This design comes from an exercise in tuning for a short achievable clock period and few clock cycles on the open sky130 flow, not from production work. For this run, only the layout was checked, not whether the RTL still works. Power figures rest on the tool's default switching activity, not on a simulated workload.

File: design/flow/config.mk
export PLATFORM = sky130hd
export DESIGN_NAME = cpu_core
export DESIGN_NICKNAME = cpu_core
export VERILOG_FILES = /design/flow/design.v
export SDC_FILE = /design/flow/constraint.sdc
export NUM_CORES = 4
export LEC_CHECK = 0
export CAP_MARGIN = 20
export CORE_MARGIN = 2
export CORE_UTILIZATION = 55
export SLEW_MARGIN = 20
File: design/flow/constraint.sdc
create_clock -name core_clock -period 10.0 [get_ports {clk}]
set_input_delay 2.0000 -clock core_clock [delete_from_list [all_inputs] [get_ports {clk}]]
set_output_delay 2.0000 -clock core_clock [all_outputs]
set_load 0.01 [all_outputs]
File: design/flow/design.v
`timescale 1ns/100ps
`default_nettype none
package cpu_isa_pkg;
	localparam int xlen     = 32;
	localparam int imm_w    = 16;  
	localparam int target_w = 26;  
	typedef logic [xlen-1:0] word_t;
	typedef logic [4:0]      reg_addr_t;
	typedef logic [5:0]      opcode_t;
	typedef logic [5:0]      funct_t;
	localparam opcode_t op_special = 6'h00;
	localparam opcode_t op_j       = 6'h02;
	localparam opcode_t op_jal     = 6'h03;
	localparam opcode_t op_beq     = 6'h04;
	localparam opcode_t op_bne     = 6'h05;
	localparam opcode_t op_addiu   = 6'h09;
	localparam opcode_t op_slti    = 6'h0a;
	localparam opcode_t op_sltiu   = 6'h0b;
	localparam opcode_t op_andi    = 6'h0c;
	localparam opcode_t op_ori     = 6'h0d;
	localparam opcode_t op_xori    = 6'h0e;
	localparam opcode_t op_lui     = 6'h0f;
	localparam opcode_t op_lw      = 6'h23;
	localparam opcode_t op_sw      = 6'h2b;
	localparam funct_t fn_jr   = 6'h08;
	localparam funct_t fn_jalr = 6'h09;
	localparam funct_t fn_addu = 6'h21;
	localparam funct_t fn_subu = 6'h23;
	localparam funct_t fn_and  = 6'h24;
	localparam funct_t fn_or   = 6'h25;
	localparam funct_t fn_xor  = 6'h26;
	localparam funct_t fn_nor  = 6'h27;
	localparam funct_t fn_slt  = 6'h2a;
	localparam funct_t fn_sltu = 6'h2b;
	typedef enum logic [2:0] {
		alu_add, alu_sub, alu_and, alu_or, alu_xor, alu_nor, alu_slt, alu_sltu
	} alu_op_t;
	localparam reg_addr_t link_reg = 5'd31;  
	localparam word_t     reset_pc = 32'h0000_0000;
	localparam word_t     pc_step  = 32'd4;
endpackage
`default_nettype wire
`timescale 1ns/100ps
`default_nettype none
package cpu_bus_pkg;
	typedef enum logic [8:0] {
		st_init  = 9'b0_0000_0001,
		st_if    = 9'b0_0000_0010,
		st_iw    = 9'b0_0000_0100,
		st_id    = 9'b0_0000_1000,
		st_ex    = 9'b0_0001_0000,
		st_store = 9'b0_0010_0000,
		st_load  = 9'b0_0100_0000,
		st_rdw   = 9'b0_1000_0000,
		st_wb    = 9'b1_0000_0000
	} cpu_state_t;
	typedef struct packed {
		logic [31:0] addr;
		logic [31:0] wdata;
		logic [3:0]         wstrb;
		logic               read;
		logic               write;
	} mem_req_t;
	typedef struct packed {
		logic                   wen;
		logic [4:0] waddr;
		logic [31:0]     wdata;
		logic [31:0]     pc;
	} retire_t;
	typedef struct packed {
		logic [2:0] alu_op;
		logic use_imm;    
		logic zero_ext;   
		logic is_lui;
		logic is_load;
		logic is_store;
		logic is_branch;
		logic branch_ne;  
		logic is_jump;
		logic jump_reg;   
		logic link;
		logic writes_rd;
		logic writes_rt;
	} ctrl_t;
endpackage
`default_nettype wire
`timescale 1ns/100ps
`default_nettype none
module cpu_core (
	input  logic                  clk,
	input  logic                  rst,
	output cpu_isa_pkg::word_t    pc,
	output logic                  inst_req_valid,
	input  logic                  inst_req_ready,
	input  cpu_isa_pkg::word_t    instruction,
	input  logic                  inst_valid,
	output logic                  inst_ready,
	output cpu_bus_pkg::mem_req_t mem_req,
	input  logic                  mem_req_ready,
	input  cpu_isa_pkg::word_t    read_data,
	input  logic                  read_data_valid,
	output logic                  read_data_ready,
	output cpu_bus_pkg::retire_t  retire
);
	logic [31:0] f_pc;
	logic        f_req;
	logic        rp;           
	logic [31:0] rp_tgt;
	logic [31:0] fq_pc4  [2];
	logic [31:0] fq_ins  [2];
	logic [1:0]  fq_kill;
	logic [1:0]  fq_pt;        
	logic [31:0] fq_ptgt [2];  
	logic [1:0]  fq_has;
	logic        fq_head, fq_tail, fq_rsp;
	logic [1:0]  fq_cnt;
	logic        ir_valid;
	logic [31:0] ir;
	logic [31:0] ir_pc4;
	logic [31:0] ir_rs_oh, ir_rt_oh;  
	logic        d_done;
	logic        ir_pt;
	logic [31:0] ir_ptgt;
	logic [31:0] ras [4];
	logic [1:0]  ras_sp;
	logic [7:0] bt_v;
	logic [26:0] bt_tag [8];
	logic [29:0] bt_tgt [8];
	logic [7:0] bt_ret;       
	logic        e_valid;
	logic [31:0] e_pc;
	logic        e_wen;
	logic [4:0]  e_waddr;
	logic [31:0] e_a, e_b;      
	logic [31:0] e_bl;          
	logic        e_sub;
	logic        e_s_add, e_s_slt, e_s_sltu, e_s_and, e_s_or, e_s_xor, e_s_nor, e_s_imm;
	logic        e_load, e_store, e_br, e_bne, e_pred;
	logic [31:0] e_alt;
	logic        e_jrchk;
	logic [31:0] e_ptgt;
	logic        e_z, e_zv;    
	logic        e_done;
	logic        m_valid, m_wen, m_load;
	logic [4:0]  m_waddr;
	logic [31:0] m_res, m_pc;
	logic        q0_rd, q0_wr, q1_rd, q1_wr;
	logic [31:0] q0_addr, q0_wdata, q1_addr, q1_wdata;
	logic        l_valid, l_wen, l_load;
	logic [4:0]  l_waddr;
	logic [31:0] l_res, l_pc;
	logic        w_wen;
	logic        w_wait;       
	logic [31:0] ld_buf [2];
	logic        ld_head, ld_tail;
	logic [1:0]  ld_cnt;
	logic [4:0]  w_waddr;
	logic [31:0] w_wdata, w_pc;
	logic [31:0] rf [32];
	logic frz;
	assign frz = w_wait | ((q0_rd | q0_wr) & (q1_rd | q1_wr));
	logic [5:0]  op, fn;
	logic [4:0]  rs, rt, rd;
	logic [15:0] imm;
	logic        is_r, is_jr, is_jalr, is_j, is_jal, is_beq, is_bne, is_alui, is_lui, is_lw, is_sw;
	logic        r_alu;
	logic        d_wen;
	logic [4:0]  d_waddr;
	logic        use_rs, use_rt, need_rs_d;
	assign op  = ir[31:26];
	assign fn  = ir[5:0];
	assign rs  = ir[25:21];
	assign rt  = ir[20:16];
	assign rd  = ir[15:11];
	assign imm = ir[15:0];
	assign is_r    = (op == 6'h00);
	assign is_jr   = is_r & (fn == 6'h08);
	assign is_jalr = is_r & (fn == 6'h09);
	assign r_alu   = is_r & ((fn == 6'h21) | (fn == 6'h23) | (fn == 6'h24) | (fn == 6'h25) |
	                         (fn == 6'h26) | (fn == 6'h27) | (fn == 6'h2a) | (fn == 6'h2b));
	assign is_j    = (op == 6'h02);
	assign is_jal  = (op == 6'h03);
	assign is_beq  = (op == 6'h04);
	assign is_bne  = (op == 6'h05);
	assign is_alui = (op == 6'h09) | (op == 6'h0a) | (op == 6'h0b) | (op == 6'h0c) | (op == 6'h0d) | (op == 6'h0e);
	assign is_lui  = (op == 6'h0f);
	assign is_lw   = (op == 6'h23);
	assign is_sw   = (op == 6'h2b);
	assign d_wen   = r_alu | is_jalr | is_jal | is_alui | is_lui | is_lw;
	assign d_waddr = is_jal ? 5'd31 : ((r_alu | is_jalr) ? rd : rt);
	assign use_rs  = r_alu | is_jr | is_jalr | is_beq | is_bne | is_alui | is_lw | is_sw;
	assign use_rt  = r_alu | is_beq | is_bne | is_sw;
	logic jr_pred;
	assign jr_pred   = is_jr & ir_pt;     
	assign need_rs_d = (is_jr & ~ir_pt) | is_jalr;  
	logic hs_e, hs_m, hs_l, hs_w, ht_e, ht_m, ht_l, ht_w;
	assign hs_e = e_valid & e_wen & (e_waddr == rs) & (rs != 5'd0);
	assign hs_m = m_valid & m_wen & (m_waddr == rs) & (rs != 5'd0);
	assign hs_l = l_valid & l_wen & (l_waddr == rs) & (rs != 5'd0);
	assign hs_w = w_wen & (w_waddr == rs) & (rs != 5'd0);
	assign ht_e = e_valid & e_wen & (e_waddr == rt) & (rt != 5'd0);
	assign ht_m = m_valid & m_wen & (m_waddr == rt) & (rt != 5'd0);
	assign ht_l = l_valid & l_wen & (l_waddr == rt) & (rt != 5'd0);
	assign ht_w = w_wen & (w_waddr == rt) & (rt != 5'd0);
	logic [31:0] rs_rf, rt_rf;
	always_comb begin
		rs_rf = '0;
		rt_rf = '0;
		for (int i = 1; i < 32; i++) begin
			rs_rf = rs_rf | ({32{ir_rs_oh[i]}} & rf[i]);
			rt_rf = rt_rf | ({32{ir_rt_oh[i]}} & rf[i]);
		end
	end
	logic [31:0] rs_val, rt_val;
	always_comb begin
		if (rs == 5'd0)   rs_val = '0;
		else if (hs_m)    rs_val = m_res;
		else if (hs_l)    rs_val = l_res;
		else if (hs_w)    rs_val = w_wdata;
		else              rs_val = rs_rf;
		if (rt == 5'd0)   rt_val = '0;
		else if (ht_m)    rt_val = m_res;
		else if (ht_l)    rt_val = l_res;
		else if (ht_w)    rt_val = w_wdata;
		else              rt_val = rt_rf;
	end
	logic d_stall;
	logic [4:0] e_ld, m_ld, l_ld;    
	always_comb begin
		d_stall = 1'b0;
		if (use_rs & (rs != 5'd0) & ((rs == e_ld) | (rs == m_ld) | (rs == l_ld)))
			d_stall = 1'b1;
		if (use_rt & (rt != 5'd0) & ((rt == e_ld) | (rt == m_ld) | (rt == l_ld)))
			d_stall = 1'b1;
		if (need_rs_d & hs_e)
			d_stall = 1'b1;
	end
	logic [31:0] pc4, pc8, br_tgt, j_tgt, d_tgt;
	logic        d_pred, d_redir_cond, d_redir;
	logic        e_redir;
	assign pc4    = ir_pc4;
	assign pc8    = ir_pc4 + 32'd4;
	assign br_tgt = pc4 + {{14{imm[15]}}, imm, 2'b00};
	assign j_tgt  = {pc4[31:28], ir[25:0], 2'b00};
	logic br_early, br_tk;
	assign br_early = e_zv & ((rs == 5'd0 & ht_e) | (rt == 5'd0 & hs_e));
	assign br_tk    = is_beq ? e_z : ~e_z;
	assign d_pred = (is_beq | is_bne) & (br_early ? br_tk : (imm[15] | ir_pt));
	assign d_redir_cond = (is_beq | is_bne) ? (d_pred ^ ir_pt)
	                    : (ir_pt ? ~(is_j | is_jal | is_jr) : (is_j | is_jal | is_jr | is_jalr));
	assign d_tgt  = (is_jr | is_jalr) ? rs_val : ((is_beq | is_bne) ? (d_pred ? br_tgt : pc4) : ((is_j | is_jal) ? j_tgt : pc4));
	logic d_z, d_zv;
	logic [31:0] sx_imm;
	assign sx_imm = {{16{imm[15]}}, imm};
	logic        za_rf, za_w, zn_rf, zn_w;
	assign za_rf = ((rs_rf ^ sx_imm) == {rs_rf[30:0] | sx_imm[30:0], 1'b0});
	assign za_w  = ((w_wdata ^ sx_imm) == {w_wdata[30:0] | sx_imm[30:0], 1'b0});
	assign zn_rf = ((rs_rf[15:0] & imm) == 16'h0000);
	assign zn_w  = ((w_wdata[15:0] & imm) == 16'h0000);
	always_comb begin
		d_z  = 1'b0;
		d_zv = 1'b0;
		if (op == 6'h09) begin         
			d_z  = hs_w ? za_w : za_rf;
			d_zv = ~hs_e & ~hs_m & ~hs_l;
		end else if (op == 6'h0c) begin  
			d_z  = hs_w ? zn_w : zn_rf;
			d_zv = ~hs_e & ~hs_m & ~hs_l;
		end else if (is_lui) begin
			d_z  = (imm == 16'h0000);
			d_zv = 1'b1;
		end
	end
	assign d_redir = ir_valid & d_redir_cond & ~d_stall & ~d_done;
	logic d_adv;
	assign d_adv = ir_valid & ~d_stall & ~frz & ~e_redir;
	logic [31:0] bop, sum, e_res;
	logic        lt_s, lt_u, eq, taken, cout;
	logic        cin_dummy;
	assign bop = e_bl ^ {32{e_sub}};
	assign {cout, sum, cin_dummy} = {1'b0, e_a, 1'b1} + {1'b0, bop, e_sub};
	assign lt_u = ~cout;
	assign lt_s = (e_a[31] ^ e_bl[31]) ? e_a[31] : sum[31];
	assign e_res = ({32{e_s_add}}  & sum) |
	               ({32{e_s_slt}}  & {31'd0, lt_s}) |
	               ({32{e_s_sltu}} & {31'd0, lt_u}) |
	               ({32{e_s_and}}  & (e_a & e_bl)) |
	               ({32{e_s_or}}   & (e_a | e_bl)) |
	               ({32{e_s_xor}}  & (e_a ^ e_bl)) |
	               ({32{e_s_nor}}  & ~(e_a | e_bl)) |
	               ({32{e_s_imm}}  & e_bl);
	assign eq    = (e_a == e_b);
	assign taken = e_bne ? ~eq : eq;
	logic eqj;
	assign eqj     = (e_a == e_ptgt);
	assign e_redir = e_valid & ~e_done & ((e_br & (taken ^ e_pred)) | (e_jrchk & ~eqj));
	logic        kill_now;
	logic [31:0] tgt;
	logic        acc, kill_new;
	logic [31:0] f_pc4;
	assign f_pc4 = f_pc + 32'd4;
	logic        head_ready, ir_keep, ir_free, pop, load_ir;
	logic [1:0]  cnt_next;
	assign kill_now = e_redir | d_redir;
	assign tgt      = e_redir ? (e_jrchk ? e_a : e_alt) : d_tgt;
	assign acc      = f_req & inst_req_ready;
	logic [2:0]  bt_i;
	logic        bt_hit;
	assign bt_i   = f_pc[4:2];
	assign bt_hit = bt_v[bt_i] & (bt_tag[bt_i] == f_pc[31:5]);
	assign kill_new = kill_now | rp;
	assign head_ready = (fq_cnt != 2'd0) & (fq_has[fq_head] | inst_valid);
	assign ir_keep    = ir_valid & ~d_adv & ~e_redir;
	assign ir_free    = ~ir_keep;
	assign pop        = head_ready & (ir_free | fq_kill[fq_head]);
	assign load_ir    = pop & ~fq_kill[fq_head] & ~kill_now;
	assign cnt_next   = fq_cnt + {1'b0, acc} - {1'b0, pop};
	always_ff @(posedge clk) begin
		if (rst) begin
			f_pc   <= '0;
			f_req  <= 1'b0;
			rp     <= 1'b0;
			fq_cnt <= '0;
			fq_head <= 1'b0;
			fq_tail <= 1'b0;
			fq_rsp  <= 1'b0;
		end else begin
			if (kill_now) begin
				rp <= ~(acc | ~f_req);
				if (acc | ~f_req)
					f_pc <= tgt;
			end else if (rp) begin
				if (acc | ~f_req) begin
					f_pc <= rp_tgt;
					rp   <= 1'b0;
				end
			end else if (acc) begin
				f_pc <= bt_hit ? (bt_ret[bt_i] ? ras[ras_sp] : {bt_tgt[bt_i], 2'b00}) : f_pc4;
			end
			f_req  <= (cnt_next != 2'd2);
			fq_cnt <= cnt_next;
			if (acc)
				fq_tail <= ~fq_tail;
			if (inst_valid)
				fq_rsp <= ~fq_rsp;
			if (pop)
				fq_head <= ~fq_head;
		end
	end
	always_ff @(posedge clk) begin
		if (!rp | kill_now)
			rp_tgt <= tgt;
	end
	always_ff @(posedge clk) begin
		if (kill_now)
			fq_kill <= 2'b11;
		if (fq_cnt != 2'd2) begin
			fq_pc4[fq_tail]  <= f_pc4;
			fq_ptgt[fq_tail] <= ras[ras_sp];
		end
		if (acc) begin
			fq_kill[fq_tail] <= kill_new;
			fq_pt[fq_tail]   <= bt_hit;
		end
		if (!fq_has[fq_rsp])
			fq_ins[fq_rsp] <= instruction;  
		if (rst)
			fq_has <= 2'b00;
		else begin
			if (pop)
				fq_has[fq_head] <= 1'b0;
			if (inst_valid & ~(pop & (fq_rsp == fq_head)))
				fq_has[fq_rsp] <= 1'b1;
		end
	end
	always_ff @(posedge clk) begin
		if (rst) begin
			e_ld <= '0;
			m_ld <= '0;
			l_ld <= '0;
		end else if (!frz) begin
			e_ld <= (d_adv & is_lw) ? rt : 5'd0;
			m_ld <= e_ld;
			l_ld <= m_ld;
		end
	end
	logic        bw_en;
	logic [29:0] bw_pc;
	logic [29:0] bw_tgt;
	logic        bw_ret;
	always_ff @(posedge clk) begin
		if (rst)
			bw_en <= 1'b0;
		else
			bw_en <= d_redir & ~ir_pt & (is_j | is_jal | ((is_beq | is_bne) & d_pred) | (is_jr & (rs == 5'd31)));
		bw_ret <= is_jr;
		bw_pc  <= ir_pc4[31:2] - 30'd1;
		bw_tgt <= (is_beq | is_bne) ? br_tgt[31:2] : j_tgt[31:2];
	end
	always_ff @(posedge clk) begin
		if (rst)
			bt_v <= '0;
		else if (bw_en)
			bt_v[bw_pc[2:0]] <= 1'b1;
		if (bw_en) begin
			bt_tag[bw_pc[2:0]] <= bw_pc[29:3];
			bt_tgt[bw_pc[2:0]] <= bw_tgt;
			bt_ret[bw_pc[2:0]] <= bw_ret;
		end
	end
	logic        rs_push, rs_pop;
	logic [31:0] rs_link;
	always_ff @(posedge clk) begin
		if (rst) begin
			rs_push <= 1'b0;
			rs_pop  <= 1'b0;
		end else begin
			rs_push <= d_adv & (is_jal | is_jalr);
			rs_pop  <= d_adv & is_jr & (rs == 5'd31);
		end
		rs_link <= pc8;
	end
	always_ff @(posedge clk) begin
		if (rst) begin
			ras_sp <= '0;
			ras[0] <= '0;
			ras[1] <= '0;
			ras[2] <= '0;
			ras[3] <= '0;
		end else if (rs_push) begin
			ras_sp <= ras_sp + 2'd1;
			ras[ras_sp + 2'd1] <= rs_link;
		end else if (rs_pop) begin
			ras_sp <= ras_sp - 2'd1;
		end
	end
	logic [31:0] ir_next;
	assign ir_next = fq_has[fq_head] ? fq_ins[fq_head] : instruction;
	always_ff @(posedge clk) begin
		if (rst) begin
			ir_valid <= 1'b0;
			d_done   <= 1'b0;
		end else begin
			ir_valid <= ir_keep | load_ir;
			d_done   <= ir_keep & (d_done | d_redir);
		end
		if (ir_free) begin
			ir       <= ir_next;
			ir_rs_oh <= 32'd1 << ir_next[25:21];
			ir_rt_oh <= 32'd1 << ir_next[20:16];
			ir_pc4 <= fq_pc4[fq_head];
			ir_pt <= fq_pt[fq_head];
			ir_ptgt <= fq_ptgt[fq_head];
		end
	end
	always_ff @(posedge clk) begin
		if (rst) begin
			e_valid <= 1'b0;
			e_done  <= 1'b0;
		end else if (frz) begin
			e_done <= e_done | e_redir;
		end else begin
			e_valid <= d_adv;
			e_done  <= 1'b0;
		end
		if (!frz) begin
			e_pc    <= ir_pc4 - 32'd4;
			e_wen   <= d_wen;
			e_waddr <= d_waddr;
			e_a     <= hs_e ? e_res : rs_val;
			e_b     <= ht_e ? e_res : rt_val;
			e_bl    <= is_lui ? {imm, 16'h0000} :
			           (is_jal | is_jalr) ? pc8 :
			           ((op == 6'h0c) | (op == 6'h0d) | (op == 6'h0e)) ? {16'h0000, imm} :
			           (is_alui | is_lw | is_sw) ? {{16{imm[15]}}, imm} :
			           (ht_e ? e_res : rt_val);
			e_sub     <= (r_alu & ((fn == 6'h23) | (fn == 6'h2a) | (fn == 6'h2b))) | (op == 6'h0a) | (op == 6'h0b);
			e_s_add   <= (r_alu & ((fn == 6'h21) | (fn == 6'h23))) | (op == 6'h09) | is_lw | is_sw;
			e_s_slt   <= (r_alu & (fn == 6'h2a)) | (op == 6'h0a);
			e_s_sltu  <= (r_alu & (fn == 6'h2b)) | (op == 6'h0b);
			e_s_and   <= (r_alu & (fn == 6'h24)) | (op == 6'h0c);
			e_s_or    <= (r_alu & (fn == 6'h25)) | (op == 6'h0d);
			e_s_xor   <= (r_alu & (fn == 6'h26)) | (op == 6'h0e);
			e_s_nor   <= (r_alu & (fn == 6'h27));
			e_s_imm   <= is_lui | is_jal | is_jalr;
			e_load    <= is_lw;
			e_store   <= is_sw;
			e_br      <= is_beq | is_bne;
			e_bne     <= is_bne;
			e_pred    <= d_pred;
			e_jrchk   <= jr_pred;
			e_ptgt    <= ir_ptgt;
			e_z       <= d_z;
			e_zv      <= d_zv & ir_valid;
			e_alt     <= d_pred ? pc4 : br_tgt;
		end
	end
	always_ff @(posedge clk) begin
		if (rst)
			m_valid <= 1'b0;
		else if (!frz)
			m_valid <= e_valid;
		if (!frz) begin
			m_wen    <= e_wen;
			m_waddr  <= e_waddr;
			m_load   <= e_load;
			m_res    <= e_res;
			m_pc     <= e_pc;
		end
	end
	logic        q_push, q_pop, q0_v, q1_v;
	logic [31:0] n_addr;
	assign q0_v   = q0_rd | q0_wr;
	assign q1_v   = q1_rd | q1_wr;
	assign q_push = ~frz & e_valid & (e_load | e_store);
	assign q_pop  = q0_v & mem_req_ready;
	assign n_addr = {sum[31:2], 2'b00};
	always_ff @(posedge clk) begin
		if (rst) begin
			q0_rd <= 1'b0;
			q0_wr <= 1'b0;
			q1_rd <= 1'b0;
			q1_wr <= 1'b0;
		end else begin
			if (q_pop) begin
				if (q1_v) begin
					q0_rd <= q1_rd;
					q0_wr <= q1_wr;
					q1_rd <= q_push & e_load;
					q1_wr <= q_push & e_store;
				end else begin
					q0_rd <= q_push & e_load;
					q0_wr <= q_push & e_store;
				end
			end else if (q_push) begin
				if (q0_v) begin
					q1_rd <= e_load;
					q1_wr <= e_store;
				end else begin
					q0_rd <= e_load;
					q0_wr <= e_store;
				end
			end
		end
		if (q_pop & q1_v) begin
			q0_addr  <= q1_addr;
			q0_wdata <= q1_wdata;
		end else if (~q0_v | q_pop) begin
			q0_addr  <= n_addr;
			q0_wdata <= e_b;
		end
		if (~q1_v | q_pop) begin
			q1_addr  <= n_addr;
			q1_wdata <= e_b;
		end
	end
	assign mem_req = {q0_addr, q0_wdata, {4{q0_wr}}, q0_rd, q0_wr};
	logic        d_avail, d_take;
	logic [31:0] d_val;
	assign d_avail = (ld_cnt != 2'd0) | read_data_valid;
	assign d_val   = (ld_cnt != 2'd0) ? ld_buf[ld_head] : read_data;
	assign d_take  = frz ? (w_wait & d_avail) : (l_valid & l_load & d_avail);
	always_ff @(posedge clk) begin
		if (rst) begin
			ld_cnt  <= '0;
			ld_head <= 1'b0;
			ld_tail <= 1'b0;
		end else begin
			if (read_data_valid & ~(d_take & (ld_cnt == 2'd0))) begin
				ld_tail <= ~ld_tail;
			end
			if (d_take & (ld_cnt != 2'd0))
				ld_head <= ~ld_head;
			ld_cnt <= ld_cnt + {1'b0, read_data_valid & ~(d_take & (ld_cnt == 2'd0))}
			                 - {1'b0, d_take & (ld_cnt != 2'd0)};
		end
		if (read_data_valid)
			ld_buf[ld_tail] <= read_data;
	end
	always_ff @(posedge clk) begin
		if (rst) begin
			l_valid <= 1'b0;
			w_wen   <= 1'b0;
			w_wait  <= 1'b0;
		end else if (frz) begin
			w_wen  <= w_wait & d_avail;
			w_wait <= w_wait & ~d_avail;
		end else begin
			l_valid <= m_valid;
			w_wen   <= l_valid & l_wen & (~l_load | d_avail);
			w_wait  <= l_valid & l_load & ~d_avail;
		end
		if (!frz) begin
			l_wen   <= m_wen;
			l_waddr <= m_waddr;
			l_load  <= m_load;
			l_res   <= m_res;
			l_pc    <= m_pc;
			w_waddr <= l_waddr;
			w_wdata <= l_load ? d_val : l_res;
			w_pc    <= l_pc;
		end else if (w_wait) begin
			w_wdata <= d_val;
		end
	end
	always_ff @(posedge clk) begin
		if (w_wen && (w_waddr != 5'd0))
			rf[w_waddr] <= w_wdata;
	end
	assign retire          = {w_wen, w_waddr, w_wdata, w_pc};
	assign pc              = f_pc;
	assign inst_req_valid  = f_req;
	assign inst_ready      = 1'b1;
	assign read_data_ready = 1'b1;
endmodule
`default_nettype wire
File: design/flow/flow/run.sh
#!/bin/bash
# Standard layout (the standard.sh), with timing repair aimed below the 10 ns
# constraint so that the achieved period shrinks. The SDC is not changed.
set -euo pipefail
MARGIN=$(cat flow/margin.txt)
TNS=$(cat flow/tns.txt)
bash standard.sh SETUP_SLACK_MARGIN=$MARGIN TNS_END_PERCENT=$TNS finish > standard_make.log 2>&1
File: design/flow/flow/margin.txt
7
File: design/flow/flow/tns.txt
10
File: design/flow/standard.sh
#!/bin/bash
# synth_recipe.tcl (not shown) runs the flow's synth.tcl, then flattens the netlist and writes it again
# the make line also repeats each setting of config.mk as NAME=value (left out here)
make -C /OpenROAD-flow-scripts/flow DESIGN_CONFIG=/design/flow/config.mk WORK_HOME=/design/flow/orfs CLKGATE_MAP_FILE= SYNTH_SCRIPT=/design/flow/synth_recipe.tcl "${@:-finish}"
==> summary.txt <==
OUTCOME
--------------------------------------------------------------------------------------------------------
Result of the run ......................................................................... complete, no violations

CLOCK NETWORK
--------------------------------------------------------------------------------------------------------
Clock tree from TritonCTS .................................................................        built
Root Buffer ............................................................................... sky130_fd_sc_hd__clkbuf_16
Post-CTS clock slew at the launch and capture registers of the worst setup and hold paths .      0.06 ns
Clock insertion delay at the later pin of the skew report .................................      0.98 ns
Num Clock Sinks ...........................................................................        2,767
Clock buffers created by TritonCTS ........................................................          301
Cts-stage hold buffer count ...............................................................            0
Buffer depth of the longest clock path ....................................................            4
Number of H-tree branching levels .........................................................            5

PLACEMENT
--------------------------------------------------------------------------------------------------------
Placed cell area ..........................................................................  128,000 um2
Routability congestion estimate ...........................................................         1.00
Post-place setup slack ....................................................................      4.59 ns
Count of input and output buffers .........................................................          240
DP HPWL ...................................................................................       304 mm

GRT
--------------------------------------------------------------------------------------------------------
Wire length of the first global-routing pass ..............................................       698 mm
Total global routing overflow .............................................................            0
Vias in the first global route ............................................................        84.5k
Pin count of the biggest net entering global routing ......................................          183
GRT Resource Usage Total ..................................................................        45.8%
Number of antenna violations at the first check in global routing .........................           71

DIE
--------------------------------------------------------------------------------------------------------
Die X .....................................................................................       473 um
CORE AREA .................................................................................  219,000 um2
Effective utilization at floorplan ........................................................        55.2%
Site row count ............................................................................          172
Die extent in y ...........................................................................       473 um
I/O pins ..................................................................................          245
Total Die Area ............................................................................  223,000 um2

MIN PATH
--------------------------------------------------------------------------------------------------------
HP Start ..................................................................................      m_pc[4]
End point of the most critical hold path ..................................................      l_pc[4]
Worst hold path cell count ................................................................            0
Path type of the worst min-delay path ..................................................... flop to flop

SETUP PATH
--------------------------------------------------------------------------------------------------------
CP Capture Type ...........................................................................         flop
CP arrival ................................................................................      4.51 ns
Worst setup path class .................................................................... flop to flop
CP bufs+invs ..............................................................................            3
RR Startpoint .............................................................................        e_sub
Maximum cell stage delay along the critical path ..........................................      0.51 ns
Critical path data required time ..........................................................     10.63 ns
Cell Chain, Critical Path ................................................................. buf_12, buf_4, xor2_1, ha_1, o21ai_2, nor2_2, o41ai_2, o21a_2, a211oi_4, or2_4, a211o_1, and2_4, a21oi_4, inv_2, a211oi_2, o21ai_1
Top cell family by delay on the critical path ............................................. compound AO/OA/AOI/OAI gates
R2R Path End ..............................................................................     e_bl[23]
Kind of launch point of the worst setup path ..............................................         flop
CP max-delay cell ......................................................................... sky130_fd_sc_hd__edfxtp_1
Largest fanout of any net on the critical path ............................................            7
R2r setup slk .............................................................................      6.12 ns
Reg2Reg Depth .............................................................................           16

LOGIC SYNTHESIS
--------------------------------------------------------------------------------------------------------
Leading cell types by total area after synthesis .......................................... sky130_fd_sc_hd__edfxtp_1 64%, sky130_fd_sc_hd__dfxtp_1 3.1%, sky130_fd_sc_hd__mux4_2 2.8%, sky130_fd_sc_hd__a22oi_1 2.6%, sky130_fd_sc_hd__ha_1 2.4%
Top flip-flop cell by instance count after synthesis ...................................... sky130_fd_sc_hd__edfxtp_1
Post-synthesis async set-or-reset flop share ..............................................           0%
Netlist area before placement .............................................................  121,000 um2
Average instance area after synthesis .....................................................     14.3 um2
Gate count of the mapped netlist ..........................................................        8,440
Number of distinct library cells after synthesis ..........................................           96
Largest area contributor in the netlist ................................................... sky130_fd_sc_hd__edfxtp_1
Area share of the largest cell type after synthesis .......................................        64.1%
Number of flops mapped to enable cells by yosys ...........................................        2,581
Seq cells post-synth ......................................................................        2,767
Synthesis warning total ...................................................................            1
Portion of the post-synthesis area used by sequential elements ............................        67.2%

STA
--------------------------------------------------------------------------------------------------------
Final period demand of the worst path .....................................................      3.88 ns
Final max-slew violation count ............................................................            0
Final-report setup violation count ........................................................            0
Sum of negative setup slack ...............................................................         0 ns
Maximum frequency from static timing analysis .............................................      258 MHz
Share of the cycle needed by the critical path after routing ..............................        38.8%
Largest clock skew in the final design ....................................................    0.0917 ns
Worst slew margin .........................................................................        10.7%
Actual slew at the worst max-slew pin .....................................................      1.33 ns
Setup ws final ............................................................................      6.12 ns
Unrepaired setup endpoints after global routing ...........................................          yes
Hold Violations, Final ....................................................................            0
Hold slack final ..........................................................................     0.405 ns

DETAILED ROUTING
--------------------------------------------------------------------------------------------------------
Drc violations ............................................................................            0
Via Count .................................................................................        92.9k
WL/cell ...................................................................................      42.6 um
DR iter-0 viols ...........................................................................        19.6k
Routed vias/inst ..........................................................................         7.45
Remaining number of nets flagged by the antenna check after routing .......................            0
Detailed Routing Iterations Pass 1 ........................................................           15
Wire length after detailed routing ........................................................       531 mm

LAYOUT
--------------------------------------------------------------------------------------------------------
Final design area excluding fillers .......................................................  148,000 um2
Net count, final ..........................................................................        9,661
Share of layout cells above drive strength 1 ..............................................        23.4%
Syn-to-layout area delta ..................................................................        22.4%
Most frequent standard cell in the layout excluding fill and tap cells .................... sky130_fd_sc_hd__edfxtp_1
Commonest non-fill, non-tap cells in the layout ........................................... 2,581 x sky130_fd_sc_hd__edfxtp_1, 625 x sky130_fd_sc_hd__buf_4, 554 x sky130_fd_sc_hd__nand2_1

POWER
--------------------------------------------------------------------------------------------------------
Maximum resistive drop on vdd .............................................................   0.000315 V
Total power density per cell area .........................................................   367 nW/um2
Leak pwr ..................................................................................      52.9 nW

RUN
--------------------------------------------------------------------------------------------------------
Number of max-cap violations ..............................................................            0

==> cells in the mapped netlist (83+ instances only) <==
cell,n
sky130_fd_sc_hd__xnor2_1,213
sky130_fd_sc_hd__o21ai_0,252
sky130_fd_sc_hd__a221oi_1,275
sky130_fd_sc_hd__clkbuf_1,405
sky130_fd_sc_hd__mux2i_1,217
sky130_fd_sc_hd__a222oi_1,97
sky130_fd_sc_hd__nand4_1,171
sky130_fd_sc_hd__xor2_1,185
sky130_fd_sc_hd__buf_1,83
sky130_fd_sc_hd__inv_1,225
sky130_fd_sc_hd__nand2_1,576
sky130_fd_sc_hd__a22o_1,273
sky130_fd_sc_hd__nand3_1,143
sky130_fd_sc_hd__mux2_2,144
sky130_fd_sc_hd__nor2_1,471
sky130_fd_sc_hd__dfxtp_1,186
sky130_fd_sc_hd__ha_1,230
sky130_fd_sc_hd__edfxtp_1,2581
sky130_fd_sc_hd__mux4_2,150
sky130_fd_sc_hd__a22oi_1,419
sky130_fd_sc_hd__nor3_1,104
sky130_fd_sc_hd__a21oi_1,267
==> power by group <==
group	total, mW	switching, mW	internal [mW]
Sequential	17.0	1.35	15.6
Combinational	26.5	17.3	9.22
Clock	10.9	4.64	6.23
==> worst max path at each step <==
| stage | slack, ns | end | start | cells after the start |
|---|---|---|---|---|
| 3_3_place_gp | 4.52 | flop | flop | 12 |
| 6_report | 6.12 | e_bl[23] | e_sub | 16 |
| 2_1_floorplan | 6.01 | fq_pc4[1][0] | fq_tail | 1 |
| 3_5_place_dp | 4.59 | flop | flop | 12 |
| 5_1_grt | 5.99 | e_bl[23] | e_sub | 16 |
| 4_1_cts | 6.16 | retire[56] | w_wdata[24] | 2 |
==> final cells by class <==
cell class / count / area [um2]
inverter: 228 / 895
clock inverter: 135 / 1230
fill: 15439 / 71100
antenna: 32 / 80.1
sequential: 2767 / 81400
timing repair buffer: 1140 / 12200
multi-input combinational: 4922 / 40400
tap: 2871 / 3590
clock buffer: 386 / 8160
==> metrics by stage <==
step | instances | power [mW] | util [%]
5_1_grt | 12459 | 54.9 | 67.5
2_1_floorplan | 8442 | 27.3 | -
4_1_cts | 12250 | 50.9 | 66.0
3_5_place_dp | 11343 | 37.3 | 58.3
3_3_place_gp | 11342 | 37.2 | 58.3
6_report | 12481 | 54.4 | 67.5
==> metal layers <==
| layer | GRT usage (%) | routed length [um] | vias up |
|---|---|---|---|
| met4 | 30.5 | 47400 | 52 |
| met3 | 20.9 | 92900 | 2559 |
| met2 | 61.3 | 208000 | 9185 |
| met1 | 59.6 | 181000 | 45869 |
| met5 | 0.324 | 1010 | - |
| li1 | - | - | 35270 |
==> cell families after synthesis <==
family | synth area share (%)
XOR/XNOR | 2.88
adder cells (fa/ha/maj) | 2.40
buffers and inverters | 2.47
AO/OA/AOI/OAI | 12.1
flip-flops | 67.2
other | 0.00621
AND/OR/NAND/NOR | 6.98
multiplexers | 5.96
==> registers in the layout, summed over array words and instances, names as in the netlist, 64 cells and up, named ones only <==
| signal | count |
|---|---|
| fq_ins | 64 |
| fq_pc4 | 64 |
| ld_buf | 64 |
| rf | 992 |
| ras | 128 |
| bt_tgt | 240 |
| fq_ptgt | 64 |
| bt_tag | 216 |
==> timing repair <==
| item | 4_1_cts | 5_1_grt |
|---|---|---|
| pin swaps | 151 | 152 |
| cloned | 55 | 22 |
| resized for setup | 905 | 415 |
| setup endpoints to repair | 2162 | 1811 |
| buffers inserted | 331 | 176 |

what the ideal ports hide:
The results above use ideal ports. As a check the final layout listed here was re-extracted and re-timed, cells and wires unchanged.
Step 1 assumes that a clkbuf_16 drives the clock port and a buf_2 every other input.
Step 2 adds t to the input delays and takes it off the output delays; t is the mean of the earliest and latest rising clock arrival at the registers after step 1. Input paths then give back, and output paths get back, about the clock's delay inside the block.
Slacks: ideal ports / drivers / drivers and shift; pairs: ideal ports / drivers.
t, ns: 1.027
setup slack, ns: 6.120 / 6.083 / 5.358
worst setup path after step 2: input to register
clock arrival spread, ns: 0.091 / 0.092
worst data-port slew with drivers (ns): 0.27
After both steps this run still meets setup and hold. For this run, drivers alone change the setup slack by -0.037 ns; drivers and shift together by -0.762 ns.
